This design comes from an exercise in tuning for small area, a short achievable clock period and few clock cycles per item on the open sky130 flow, not from production work.
Function was checked by simulation only, so behaviour that the tests miss may differ from the original.
No activity file was given, so power comes from the tool's default toggle rates.

==> design.v <==
`timescale 1ns / 1ps
`default_nettype none
package sst_pkg;
   localparam int MAX_ENTRIES = 64;
   localparam int MAX_SCOPES  = 16;
   localparam int KEY_BITS    = 32;
   localparam int ADDR_LIMIT = 64;
   localparam int CMD_W       = 2;
   localparam int KEY_IN_W    = 32;
   localparam int TYPE_W      = 2;
   localparam int STATUS_W    = 3;
   localparam int LEVEL_W     = 4;
   localparam int ADDR_W      = 6;
   localparam int DEPTH_OUT_W = 5;
   localparam int COUNT_W = $clog2(MAX_ENTRIES + 1);
   localparam int INDEX_W = $clog2(MAX_ENTRIES);
   localparam int DEPTH_W = $clog2(MAX_SCOPES + 1);
   localparam int SCOPE_W = (MAX_SCOPES > 1) ? $clog2(MAX_SCOPES) : 1;
   localparam int ACNT_W  = $clog2(ADDR_LIMIT + 1);
   typedef enum logic [CMD_W-1:0] {
      CMD_OPEN    = 2'd0,
      CMD_CLOSE   = 2'd1,
      CMD_DECLARE = 2'd2,
      CMD_FIND    = 2'd3
   } cmd_code_type;
   typedef enum logic [STATUS_W-1:0] {
      ST_OK      = 3'd0,
      ST_TWICE   = 3'd1,
      ST_UNDECL  = 3'd2,
      ST_FULL    = 3'd3,
      ST_NOSCOPE = 3'd4
   } status_type;
   localparam logic              KIND_VAR   = 1'b0;
   localparam logic              KIND_PROC  = 1'b1;
   localparam logic [TYPE_W-1:0] TYPE_UNDEF = 2'd0;
   localparam logic [TYPE_W-1:0] TYPE_INT   = 2'd1;
   localparam logic [TYPE_W-1:0] TYPE_BOOL  = 2'd2;
   typedef struct packed {
      logic [SCOPE_W-1:0] scope;
      logic               kind;
      logic [TYPE_W-1:0]  typ;
      logic [ADDR_W-1:0]  addr;
   } attr_type;
   typedef struct packed {
      logic accept;
      logic scan_start;
      logic scan_step;
      logic commit;
   } sst_cmd_type;
   typedef struct packed {
      logic scan_busy;
   } sst_stat_type;
endpackage
`default_nettype wire
`timescale 1ns / 1ps
`default_nettype none
import sst_pkg::*;
module scoped_symbol_table (
   input  wire logic                   clock,
   input  wire logic                   reset,
   input  wire logic                   req_valid,
   output logic                        req_ready,
   input  wire logic [CMD_W-1:0]       req_command,
   input  wire logic [KEY_IN_W-1:0]    req_name_key,
   input  wire logic                   req_obj_kind,
   input  wire logic [TYPE_W-1:0]      req_obj_type,
   output logic                        rsp_valid,
   input  wire logic                   rsp_ready,
   output logic [STATUS_W-1:0]         rsp_status,
   output logic                        rsp_found_kind,
   output logic [TYPE_W-1:0]           rsp_found_type,
   output logic [LEVEL_W-1:0]          rsp_found_level,
   output logic [ADDR_W-1:0]           rsp_found_addr,
   output logic [DEPTH_OUT_W-1:0]      rsp_depth
);
   localparam int N   = MAX_ENTRIES;    
   localparam int NS  = MAX_SCOPES;     
   localparam int CAP = 6;              
   localparam int RW  = STATUS_W + 1 + TYPE_W + LEVEL_W + ADDR_W + DEPTH_OUT_W;
   logic [6:0]          count_ff;             
   logic [4:0]          depth_ff;             
   logic [6:0]          base_ff [1:NS-1];     
   logic [KEY_BITS-1:0] key_mem [N];
   logic [N-1:0]        kind_mem;
   logic [1:0]          type_mem [N];
   logic [N-1:0]        dup_mem;              
   logic                ready_ff;
   logic                v0;
   logic [1:0]          c0;
   logic [KEY_BITS-1:0] k0;
   logic                kd0;
   logic [1:0]          ty0;
   always_ff @(posedge clock) begin
      c0  <= req_command;
      k0  <= req_name_key;
      kd0 <= req_obj_kind;
      ty0 <= req_obj_type;
      if (reset) v0 <= 1'b0;
      else       v0 <= req_valid && ready_ff;
   end
   logic [6:0]   top_base;
   logic         depth_zero, depth_full, table_full;
   logic         do_open, do_close, do_decl;
   logic [2:0]   st_s1;
   logic [4:0]   depth_next;
   logic [6:0]   count_next;
   logic [N-1:0] match_s1;
   always_comb begin
      top_base = '0;
      for (int l = 1; l < NS; l++)
         if (depth_ff == 5'(l + 1)) top_base = base_ff[l];
   end
   assign depth_zero = (depth_ff == 5'd0);
   assign depth_full = depth_ff[4];
   assign table_full = count_ff[6];
   assign do_open    = v0 && (c0 == CMD_OPEN) && !depth_full;
   assign do_close   = v0 && (c0 == CMD_CLOSE) && !depth_zero;
   assign do_decl    = v0 && (c0 == CMD_DECLARE) && !depth_zero && !table_full;
   always_comb begin
      st_s1 = ST_OK;
      case (c0)
         CMD_OPEN:    if (depth_full) st_s1 = ST_FULL;
         CMD_CLOSE:   if (depth_zero) st_s1 = ST_NOSCOPE;
         CMD_DECLARE: if (depth_zero) st_s1 = ST_NOSCOPE;
                      else if (table_full) st_s1 = ST_FULL;
         default:     st_s1 = ST_OK;
      endcase
   end
   assign depth_next = do_open ? depth_ff + 5'd1 : (do_close ? depth_ff - 5'd1 : depth_ff);
   assign count_next = do_close ? top_base : (do_decl ? count_ff + 7'd1 : count_ff);
   for (genvar j = 0; j < N; j++) begin : g_cmp
      assign match_s1[j] = (key_mem[j] == k0) && (7'(j) < count_ff) &&
                           ((c0 != CMD_DECLARE) || (7'(j) >= top_base));
   end
   always_ff @(posedge clock) begin
      if (reset) begin
         count_ff <= '0;
         depth_ff <= '0;
      end else begin
         count_ff <= count_next;
         depth_ff <= depth_next;
      end
   end
   for (genvar l = 1; l < NS; l++) begin : g_base
      always_ff @(posedge clock)
         if (do_open && (depth_ff == 5'(l))) base_ff[l] <= count_ff;
   end
   for (genvar j = 0; j < N; j++) begin : g_ent
      always_ff @(posedge clock)
         if (do_decl && (count_ff[5:0] == 6'(j))) begin
            key_mem[j]  <= k0;
            kind_mem[j] <= kd0;
            type_mem[j] <= ty0;
         end
   end
   logic         v1;
   logic [1:0]   c1;
   logic [2:0]   st1;
   logic         ok1;           
   logic [4:0]   depth1;        
   logic         kd1;
   logic [1:0]   ty1;
   logic [5:0]   idx1;          
   logic [6:0]   lo1;           
   logic [N-1:0] m1;
   always_ff @(posedge clock) begin
      if (reset) v1 <= 1'b0;
      else       v1 <= v0;
      c1     <= c0;
      st1    <= st_s1;
      ok1    <= do_decl;
      depth1 <= depth_next;
      kd1    <= kd0;
      ty1    <= ty0;
      idx1   <= count_ff[5:0];
      lo1    <= top_base;
      m1     <= match_s1;
   end
   logic [N-1:0] elig;
   logic [N-1:0] above;         
   logic [N-1:0] hit_oh;
   logic         hit;
   logic         dup_s2;
   logic [2:0]   st_s2;
   assign elig = m1 & ~dup_mem;
   always_comb begin
      above[N-1] = 1'b0;
      for (int j = N - 2; j >= 0; j--) above[j] = above[j+1] | elig[j+1];
   end
   assign hit_oh = elig & ~above;
   assign hit    = |elig;
   assign dup_s2 = |m1;
   always_comb begin
      st_s2 = st1;
      if (c1 == CMD_FIND) st_s2 = hit ? ST_OK : ST_UNDECL;
      else if (ok1)       st_s2 = dup_s2 ? ST_TWICE : ST_OK;
   end
   for (genvar j = 0; j < N; j++) begin : g_dup
      always_ff @(posedge clock)
         if (v1 && ok1 && (idx1 == 6'(j))) dup_mem[j] <= dup_s2;
   end
   logic         v2;
   logic         fnd2;          
   logic         decl2;         
   logic [2:0]   st2;
   logic [4:0]   depth2;
   logic         kd2;
   logic [1:0]   ty2;
   logic [5:0]   idx2;
   logic [6:0]   lo2;
   logic [N-1:0] h2;
   always_ff @(posedge clock) begin
      if (reset) v2 <= 1'b0;
      else       v2 <= v1;
      fnd2   <= (c1 == CMD_FIND) && hit;
      decl2  <= ok1;
      st2    <= st_s2;
      depth2 <= depth1;
      kd2    <= kd1;
      ty2    <= ty1;
      idx2   <= idx1;
      lo2    <= lo1;
      h2     <= hit_oh;
   end
   logic [5:0]   hidx;
   logic         hkind;
   logic [1:0]   htype;
   logic [NS-1:0] tl;           
   logic [3:0]   hlevel;
   logic [6:0]   hbase;
   logic [N-1:0] below;         
   logic [6:0]   lo_s3;
   logic [N-1:0] amask;
   logic         r_kind;
   logic [1:0]   r_type;
   logic [3:0]   r_level;
   always_comb begin
      hidx  = '0;
      hkind = 1'b0;
      htype = '0;
      for (int j = 0; j < N; j++) begin
         hidx  = hidx  | (h2[j] ? 6'(j) : 6'd0);
         hkind = hkind | (h2[j] & kind_mem[j]);
         htype = htype | (h2[j] ? type_mem[j] : 2'd0);
      end
   end
   always_comb begin
      tl[0] = 1'b1;
      for (int l = 1; l < NS; l++)
         tl[l] = (5'(l) < depth2) && (base_ff[l] <= {1'b0, hidx});
   end
   always_comb begin
      hlevel = '0;
      hbase  = '0;
      for (int l = 1; l < NS; l++)
         if (tl[l]) begin
            hlevel = 4'(l);
            hbase  = base_ff[l];
         end
   end
   always_comb begin
      below[N-1] = 1'b0;
      for (int j = N - 2; j >= 0; j--) below[j] = below[j+1] | h2[j+1];
   end
   assign lo_s3 = fnd2 ? hbase : lo2;
   for (genvar j = 0; j < N; j++) begin : g_amask
      assign amask[j] = !kind_mem[j] && (7'(j) >= lo_s3) &&
                        (fnd2 ? below[j] : (decl2 && !kd2 && (6'(j) < idx2)));
   end
   always_comb begin
      r_kind  = 1'b0;
      r_type  = '0;
      r_level = '0;
      if (fnd2) begin
         r_kind  = hkind;
         r_type  = htype;
         r_level = hlevel;
      end else if (decl2) begin
         r_kind  = kd2;
         r_type  = ty2;
         r_level = 4'(depth2 - 5'd1);
      end
   end
   logic         v3;
   logic [2:0]   st3;
   logic         kind3;
   logic [1:0]   type3;
   logic [3:0]   level3;
   logic [4:0]   depth3;
   logic [N-1:0] am3;
   always_ff @(posedge clock) begin
      if (reset) v3 <= 1'b0;
      else       v3 <= v2;
      st3    <= st2;
      kind3  <= r_kind;
      type3  <= r_type;
      level3 <= r_level;
      depth3 <= depth2;
      am3    <= amask;
   end
   logic [N-1:0]    pc0;
   logic [2*32-1:0] pc1;
   logic [3*16-1:0] pc2;
   logic [4*8-1:0]  pc3;
   logic [5*4-1:0]  pc4;
   logic [6*2-1:0]  pc5;
   logic [6:0]      pc6;
   assign pc0 = am3;
   for (genvar i = 0; i < 32; i++) begin : g_pc1
      assign pc1[2*i +: 2] = {1'b0, pc0[2*i]} + {1'b0, pc0[2*i+1]};
   end
   for (genvar i = 0; i < 16; i++) begin : g_pc2
      assign pc2[3*i +: 3] = {1'b0, pc1[2*(2*i) +: 2]} + {1'b0, pc1[2*(2*i+1) +: 2]};
   end
   for (genvar i = 0; i < 8; i++) begin : g_pc3
      assign pc3[4*i +: 4] = {1'b0, pc2[3*(2*i) +: 3]} + {1'b0, pc2[3*(2*i+1) +: 3]};
   end
   for (genvar i = 0; i < 4; i++) begin : g_pc4
      assign pc4[5*i +: 5] = {1'b0, pc3[4*(2*i) +: 4]} + {1'b0, pc3[4*(2*i+1) +: 4]};
   end
   for (genvar i = 0; i < 2; i++) begin : g_pc5
      assign pc5[6*i +: 6] = {1'b0, pc4[5*(2*i) +: 5]} + {1'b0, pc4[5*(2*i+1) +: 5]};
   end
   assign pc6 = {1'b0, pc5[5:0]} + {1'b0, pc5[11:6]};
   logic [6:0]    acnt;
   logic [RW-1:0] res_in;
   assign acnt   = pc6;
   assign res_in = {st3, kind3, type3, level3, kind3 ? 6'd0 : acnt[5:0], depth3};    
   logic [RW-1:0] q   [CAP];
   logic [CAP-1:0] qv;          
   logic [2:0]    out_cnt;      
   logic          pop;
   logic [2:0]    out_cnt_next;
   assign pop          = qv[0] && rsp_ready;
   assign out_cnt_next = out_cnt + 3'(req_valid && ready_ff) - 3'(pop);
   always_ff @(posedge clock) begin
      if (reset) begin
         out_cnt  <= '0;
         ready_ff <= 1'b1;
      end else begin
         out_cnt  <= out_cnt_next;
         ready_ff <= (out_cnt_next < 3'(CAP));
      end
   end
   for (genvar s = 0; s < CAP; s++) begin : g_q
      logic nxt_v;      
      logic cur_v;
      logic prv_v;      
      if (s + 1 < CAP) assign nxt_v = qv[s+1];
      else             assign nxt_v = 1'b0;
      if (s > 0) assign prv_v = qv[s-1];
      else       assign prv_v = 1'b1;
      assign cur_v = qv[s];
      always_ff @(posedge clock) begin
         if (reset) begin
            qv[s] <= 1'b0;
         end else if (pop) begin
            qv[s] <= nxt_v || (cur_v && v3);
         end else begin
            qv[s] <= cur_v || (prv_v && v3);
         end
      end
      always_ff @(posedge clock) begin
         if (pop) begin
            if (nxt_v) begin
               if (s + 1 < CAP) q[s] <= q[(s + 1) % CAP];
            end else begin
               q[s] <= res_in;
            end
         end else if (!cur_v) begin
            q[s] <= res_in;
         end
      end
   end
   assign req_ready       = ready_ff;
   assign rsp_valid       = qv[0];
   assign rsp_status      = q[0][RW-1 -: 3];
   assign rsp_found_kind  = q[0][RW-4];
   assign rsp_found_type  = q[0][RW-5 -: 2];
   assign rsp_found_level = q[0][RW-7 -: 4];
   assign rsp_found_addr  = q[0][RW-11 -: 6];
   assign rsp_depth       = q[0][4:0];
endmodule
`default_nettype wire
==> run.sh <==
#!/bin/bash
# synth_recipe.tcl (not shown) runs the flow's synth.tcl, then flattens the netlist and writes it again
# the make line also repeats each setting of config.mk as NAME=value (left out here)
make -C /OpenROAD-flow-scripts/flow DESIGN_CONFIG=/design/flow/config.mk WORK_HOME=/design/flow/orfs CLKGATE_MAP_FILE= SYNTH_SCRIPT=/design/flow/synth_recipe.tcl finish
==> config.mk <==
export PLATFORM = sky130hd
export DESIGN_NAME = scoped_symbol_table
export DESIGN_NICKNAME = scoped_symbol_table
export VERILOG_FILES = /design/flow/design.v
export SDC_FILE = /design/flow/constraint.sdc
export NUM_CORES = 4
export LEC_CHECK = 0
export CAP_MARGIN = 20
export CORE_MARGIN = 2
export CORE_UTILIZATION = 40
export SLEW_MARGIN = 20
==> constraint.sdc <==
create_clock -name core_clock -period 11.0 [get_ports {clock}]
set_input_delay 2.2000 -clock core_clock [delete_from_list [all_inputs] [get_ports {clock}]]
set_output_delay 2.2000 -clock core_clock [all_outputs]
set_load 0.01 [all_outputs]
==> results.py <==
metrics = {
    "outcome": {
        "status": "timing/DRC/antenna clean",
    },
    "power": {
        "vdd_drop_max_mv": 0.125,
        "p_per_area_nw_per_um2": 169,
        "p_leak_uw": 0.0464,
    },
    "clock_network": {
        "clk_latency_ns": 0.92,
        "post_cts_buffers": 0,
        "post_cts_resized": 0,
        "ctsHtreeMaxLevel": 5,
        "ctsHoldBuffers": 0,
        "cts_tree": "built",
        "clockBufferDepth": 4,
        "cts.sinks": 2856,
        "root_buffer": "clkbuf_16",
        "cts_buffers": 317,
        "cts.clk_slew.worst_paths_ns": 0.06,
    },
    "grt": {
        "use_met2_pct": 39.3,
        "grt_overflow_total": 0,
        "top_usage_layer": "met2",
        "grt_pass1_wl_um": 542000,
        "grt_max_degree": 72,
        "grt_use_met3_pct": 3.24,
        "grt_usage_pct": 24.4,
        "grt_pass1_vias": 71200,
        "gr-usage-met1_pct": 34.4,
        "grt_antenna_before_repair": 23,
    },
    "yosys": {
        "ys_top_cells_by_area": "edfxtp_1 60%, xor2_1 11%, dfxtp_1 7.0%",
        "ys_types": 110,
        "synthSimpleGateAreaFrac_pct": 8.87,
        "yosysTopAreaCell": "edfxtp_1",
        "yosys-top-cells-count": "2430 x edfxtp_1, 1554 x xor2_1, 509 x xnor2_1",
        "synthArstFlopShare_pct": 0,
        "synth_top_flop_cell": "edfxtp_1",
        "synth-edff-count": 2430,
        "yosys_warnings": 5,
        "synth-xor-area-share_pct": 14.9,
        "ys_ff_latch": 2856,
        "syn_area_per_cell_um2": 14.3,
        "synth_seq_area_share_pct": 67.3,
        "synthCells": 8454,
        "synth-compound-area-share_pct": 4.86,
        "synth_fa_ha_area_share_pct": 2.08,
        "synth_most_common_cell": "edfxtp_1",
        "post-synth-top-area-fraction_pct": 60.3,
        "synth_top_family_by_area": "XOR/XNOR gates",
        "synthMuxAreaShare_pct": 0.285,
        "netlist_area_um2": 121000,
        "syn_nets": 8664,
    },
    "setup_path": {
        "worstSetupEndpointType": "flip-flop",
        "crit_chain": "nor4_1 -> buf_4 -> nor4b_1 -> nand3b_1 -> nor4_2 -> buf_4 -> ha_1 -> and4b_1 -> a2111oi_2 -> o31ai_4 -> a21oi_1 -> a221o_1 -> a41oi_1 -> a41oi_1 -> a21oi_2 -> o21ai_2 -> a221oi_1",
        "cp_slowest_stage_delay_ns": 0.86,
        "start_kind": "flip-flop",
        "worst-path-buf-inv": 2,
        "crit_fanout": 15,
        "worstSetupPathType": "reg2reg",
        "critPathRequiredTime_ns": 11.73,
        "cp_top_family": "compound AO/OA/AOI/OAI gates",
        "critical_path_arrival_ns": 7.56,
        "cp_slowest_cell": "o21ai_2",
    },
    "sta": {
        "worst_pin_slew_ns": 1.28,
        "max_freq_mhz": 146,
        "finalCritPeriodShare_pct": 62.1,
        "drv_slew": 0,
        "maxSlewHeadroom_pct": 13.2,
        "fin_skew_ns": 0.0460,
        "setup_violations": 0,
        "period_needed_ns": 6.83,
        "rsz0062_at_grt": "false",
        "timing.setup.tns_ns": 0,
        "hold_ws_ns": 0.325,
        "hold_violations": 0,
    },
    "route": {
        "drt_iter0_drc": 8165,
        "num_vias": 72800,
        "vias_per_cell": 5.62,
        "drcViolationCount": 0,
        "ant_nets": 0,
        "drt-total-wl_um": 382000,
        "avgRoutedWirePerCell_um": 29.5,
        "dr.pass1.iters": 6,
    },
    "floorplan": {
        "coreArea_um2": 301000,
        "rows": 201,
        "die_w_um": 554,
        "initial_core_util_pct": 40.3,
        "die-area_um2": 307000,
        "die_h_um": 554,
        "io_pins": 64,
    },
    "layout": {
        "final_net_count": 8940,
        "syn2layout_area_growth_pct": 14.8,
        "drive_above_1_share_pct": 10.7,
    },
    "place": {
        "place.gp.congestion": 0.986,
        "io_buffers": 63,
        "dp_hpwl_um": 252000,
    },
    "run": {
        "cap_violations": 0,
    },
    "worst_hold_path": {
        "min_path_type": "reg2reg",
    },
}
cells in the final DEF (no fill, tap or decap), types with 38 or more instances in the layout:
master / instances
a2111oi_0: 38
a211oi_1: 39
a21oi_1: 206
a221oi_1: 38
a22oi_1: 62
buf_12: 43
buf_4: 217
clkbuf_1: 63
clkbuf_16: 323
clkdlybuf4s50_1: 63
clkinv_1: 44
clkinv_2: 50
dfxtp_1: 388
edfxtp_1: 2430
fa_1: 54
ha_1: 115
inv_1: 146
nand2_1: 241
nand2b_1: 78
nand3_1: 89
nand4_1: 251
nor2_1: 406
nor2_4: 62
nor2b_1: 64
nor3_1: 128
nor4_1: 452
o21ai_0: 103
o22ai_1: 72
xnor2_1: 509
xor2_1: 1554
layout make-up:
class	instances	area, µm²
multi-input cells	5080	38100
diodes	6	15.0
fillers	26000	162000
inverters	150	563
well taps	3958	4950
clock inverters	171	1940
repair buffers	325	3180
clock buffers	402	8530
flip-flops and latches	2856	81600
flip-flops by register name, summed over array words and instances, names as in the netlist, 6 cells and up:
register and count:
base_ff 105, h2 64, am3 63, idx2 6, idx1 6, q 126, type_mem 128, key_mem 2048
lo2 7, kind_mem 64, lo1 7, k0 32, qv 6, count_ff 7, dup_mem 64, m1 64
where the power goes:
group	switching, µW	internal [µW]	leakage (µW)
sequential	107	11700	0.0253
combinational	600	276	0.0159
clock	4470	6230	0.00510
total	5170	18200	0.0464
path summary, 6_finish.rpt:
| path | start | endpoint | slack [ns] | cells after the start |
|---|---|---|---|---|
| worst min register to register | depth1[2]$_DFF_P_ | depth2[2]$_DFF_P_ | 0.33 | 0 |
| worst max register to register | h2[29]$_DFF_P_ | am3[42]$_DFF_P_ | 4.17 | 17 |
| worst min-delay path | depth1[2]$_DFF_P_ | depth2[2]$_DFF_P_ | 0.33 | 0 |
| worst max-delay path | h2[29]$_DFF_P_ | am3[42]$_DFF_P_ | 4.17 | 17 |
metal layers:
layer	vias to the layer above	part of all wire, %
li1	31800	-
met1	37500	44
met2	2884	46
met3	620	6.4
met4	6	3.2
met5	-	0.012
logic make-up after synthesis:
family | count (synthesis)
buffers and inverters | 518
AOI/OAI and AO/OA | 832
muxes | 32
xor gates and xnor gates | 2063
adders and majority gates | 169
DFF | 2856
and+or+nand+nor | 1984
through the flow:
step                instance area [µm²]  instances  total power (µW)  utilization (%)  setup slack (ns)
finish                           139000      12900             23400             46.2              4.17
global route                     139000      12900             24100             46.2              3.90
CTS                              138000      12900             23600             46.1              4.12
detailed placement               128000      12300             13000             42.6              4.14
global placement                 128000      12300             13000             42.5              4.21
floorplan                        121000       8454             12600                -              5.03
Testbench counts, summed over its fixed seeds: cycles 16,040, items 16,000.

-- separate check: timing with driven ports --
Ports are ideal in the flow. The routed layout listed here was re-timed in OpenROAD.
Step 1: set_driving_cell puts a clkbuf_16 on clock and a buf_2 on each other input, an assumption about the parent block.
Step 2 also shifts input and output timing later by t, the mid clock arrival at the registers, as if the neighbouring blocks saw the same clock.
a / b / c = ideal ports / drivers / drivers and shift; a / b = the first two.
t, ns: 0.997
setup slack, ns: 4.171 / 4.171 / 4.171
clock arrival spread, ns: 0.054 / 0.054
worst register clock-pin slew, ns: 0.07 / 0.07
worst data-port slew with drivers (ns): 0.07
After both steps setup and hold are still met in this run. The setup slack of this run moves by 0.000 ns with the drivers and by 0.000 ns with both steps.
